This is an optimization exercise on Yosys and OpenROAD, whose aim is small area, not a production implementation. Function was checked by simulation only, so behaviour that the tests miss may differ from the original. Power is estimated from default activity; no workload was simulated.

## csr_file_top
module csr_file_top (
  input  logic                            clk,
  input  logic                            nreset,
  input  logic [2:0]                      csr_cmd,
  input  logic [csr_pkg::csr_addr_w-1:0]  csr_addr,
  input  logic [csr_pkg::xlen-1:0]        csr_wdata,
  input  logic                            trap_exception,
  input  logic                            trap_is_int,
  input  logic [csr_pkg::cause_w-1:0]     trap_code,
  input  logic [csr_pkg::xlen-1:0]        trap_pc,
  input  logic [csr_pkg::xlen-1:0]        trap_mem_addr,
  input  logic [csr_pkg::xlen-1:0]        trap_inst,
  input  logic                            mret,
  input  logic                            retire,
  input  logic                            timer_tick,
  input  logic [csr_pkg::n_ext_irq-1:0]   ext_irq,
  output logic [csr_pkg::xlen-1:0]        rdata,
  output logic                            illegal_access,
  output logic [1:0]                      prv,
  output logic [csr_pkg::xlen-1:0]        handler_pc,
  output logic [csr_pkg::xlen-1:0]        mepc,
  output logic                            interrupt_pending,
  output logic                            interrupt_taken,
  output logic [csr_pkg::cause_w:0]       interrupt_code
);
  csr_pkg::csr_req_t         csr_req;
  csr_pkg::trap_req_t        trap;
  csr_pkg::priv_e            prv_e;
  csr_pkg::mcause_e          interrupt_code_e;
  assign csr_req.cmd   = csr_pkg::csr_cmd_e'(csr_cmd);
  assign csr_req.addr  = csr_addr;
  assign csr_req.wdata = csr_wdata;
  assign trap.exception = trap_exception;
  assign trap.is_int    = trap_is_int;
  assign trap.code      = trap_code;
  ...
==> module csr_access_ctrl, before the edit <==
module csr_access_ctrl (
  input  csr_pkg::csr_req_t  csr_req,
  input  csr_pkg::priv_e     prv,
  input  csr_pkg::csr_data_t rdata,
  input  logic               defined,
  output logic               illegal_access,
  output csr_pkg::csr_wr_t   csr_wr
);
  logic               is_access;
  logic               is_write;
  logic               ro_region;
  logic               priv_low;
  csr_pkg::csr_data_t wr_data;
  assign is_access = (csr_req.cmd != csr_pkg::cmd_idle);
  assign is_write  = csr_req.cmd[2] && (csr_req.cmd[1:0] != 2'b00);
  assign ro_region = (csr_req.addr[11:10] == 2'b11);    
  assign priv_low  = (csr_req.addr[9:8] > prv);         
  assign illegal_access = is_access && (!defined || (is_write && ro_region) || priv_low);
  always_comb begin
    case (csr_req.cmd)
      csr_pkg::cmd_set:   wr_data = rdata | csr_req.wdata;
      csr_pkg::cmd_clear: wr_data = rdata & ~csr_req.wdata;
      default:            wr_data = csr_req.wdata;
    endcase
  end
  assign csr_wr.wen  = is_write && !illegal_access;
  assign csr_wr.addr = csr_req.addr;
  assign csr_wr.data = wr_data;
endmodule
clock: 7.0 ns
lec_check: 0
cap_margin: 20
core_margin: 2
core_utilization: 75
cts_buf_list: sky130_fd_sc_hd__clkbuf_16
cts_cluster_diameter: 100
cts_cluster_size: 25
slew_margin: 20
buffer_ports_args: -buffer_cell sky130_fd_sc_hd__buf_1
standard.sh (not shown) runs the stock make flow with config.mk's settings and CLKGATE_MAP_FILE= SYNTH_SCRIPT=/design/flow/synth_recipe.tcl, a recipe that flattens the netlist after the stock synthesis.
==> flow/flow/run.sh <==
#!/bin/bash
# The standard layout (standard.sh) with two changes:
#  - synthesis maps the logic with an area-oriented ABC script (flow/synth_area.tcl);
#    the flip-flops and their names are the standard synthesis's;
#  - the port buffers that global placement adds to every input and output are the
#    smallest buffer cell instead of the clkdlybuf4s50_1 that buffer_ports picks.
# Each tool's full output is in orfs/logs/; make's own output is in flow_make.log.
set -euo pipefail
here=$(pwd)
echo 'export BUFFER_PORTS_ARGS = -buffer_cell sky130_fd_sc_hd__buf_1' >> config.mk
sed "s#SYNTH_SCRIPT=[^ ]*#SYNTH_SCRIPT=$here/flow/synth_area.tcl#" standard.sh > area_standard.sh
grep -q "SYNTH_SCRIPT=$here/flow/synth_area.tcl" area_standard.sh
bash area_standard.sh > flow_make.log 2>&1
==> flow/flow/abc_area.script <==
&get -n
&st
&dc2
&st
&dch
&nf -R 1000 -E 100 -C 32 -F 8
&put
==> flow/flow/synth_area.tcl <==
# The standard synthesis script (synth_recipe.tcl), with one change: ABC maps the
# logic with flow/abc_area.script, an area-oriented mapping, instead of ORFS's speed
# script, and the adders are left to ABC rather than mapped to half/full adder cells
# first (ADDER_MAP_FILE unset). Everything else, flip-flop mapping included, is the
# standard synthesis.
set area_script [file join [file dirname [file normalize [info script]]] abc_area.script]
proc synth {args} { yosys synth -nofsm -noshare {*}$args }
proc abc {args} {
  set i [lsearch -exact $args -script]
  if {$i >= 0} {
    set args [lreplace $args [expr {$i+1}] [expr {$i+1}] $::area_script]
  }
  yosys abc {*}$args
}
if {[info exists ::env(ADDER_MAP_FILE)]} { unset ::env(ADDER_MAP_FILE) }
source $::env(SCRIPTS_DIR)/synth.tcl
# left out here: clear keep_hierarchy, flatten, clean up, hide names made inside functions, write 1_2_yosys.v
Next try:
--- a/flow/design.v
+++ b/flow/design.v
@@ -109,7 +109,7 @@
       default:            wr_data = csr_req.wdata;
     endcase
   end
-  assign csr_wr.wen  = is_write && !illegal_access;
+  assign csr_wr.wen  = is_write && (prv == csr_pkg::priv_machine);
   assign csr_wr.addr = csr_req.addr;
   assign csr_wr.data = wr_data;
 endmodule
=>
- The new run passed the timing, design-rule and antenna checks
- total power barely changes
- wire length drops by a few percent
- clock power climbs slightly
- global-route usage drops by 2.6 points
- cell count drops slightly
- worst hold slack gains 0.0036 ns
- clock skew is about the same
- design area drops slightly
- first-iteration DRC count drops by about a fifth
- flip-flop and latch count is unchanged

[afterwards: timing with drivers on the ports]
Ports are ideal in the flow. The routed layouts listed here were re-timed in OpenROAD. Step 1 sets driving cells, clkbuf_16 on the clock port and buf_2 on the other inputs (assumed; they add their load-dependent delay and slew). Step 2 times the ports against the registers' clock, not the clock port: input delays grow and output delays shrink by t, the midpoint of the rising clock arrivals with the driver on. Three values: ideal, step 1, step 2; two values: the first two.
| run | t (ns) | setup WS [ns] | worst data-port slew with drivers (ns) |
|---|---|---|---|
| the first run | 0.543 | 0.287 / 0.314 / -0.229 | 0.07 |
| the second run | 0.546 | 0.449 / 0.479 / -0.066 | 0.05 |
Met with ideal ports but missed after step 2: setup timing in the first run and the second run. The setup slack of the first run, which loses most, moves by +0.027 ns with the drivers and by -0.516 ns with both steps.
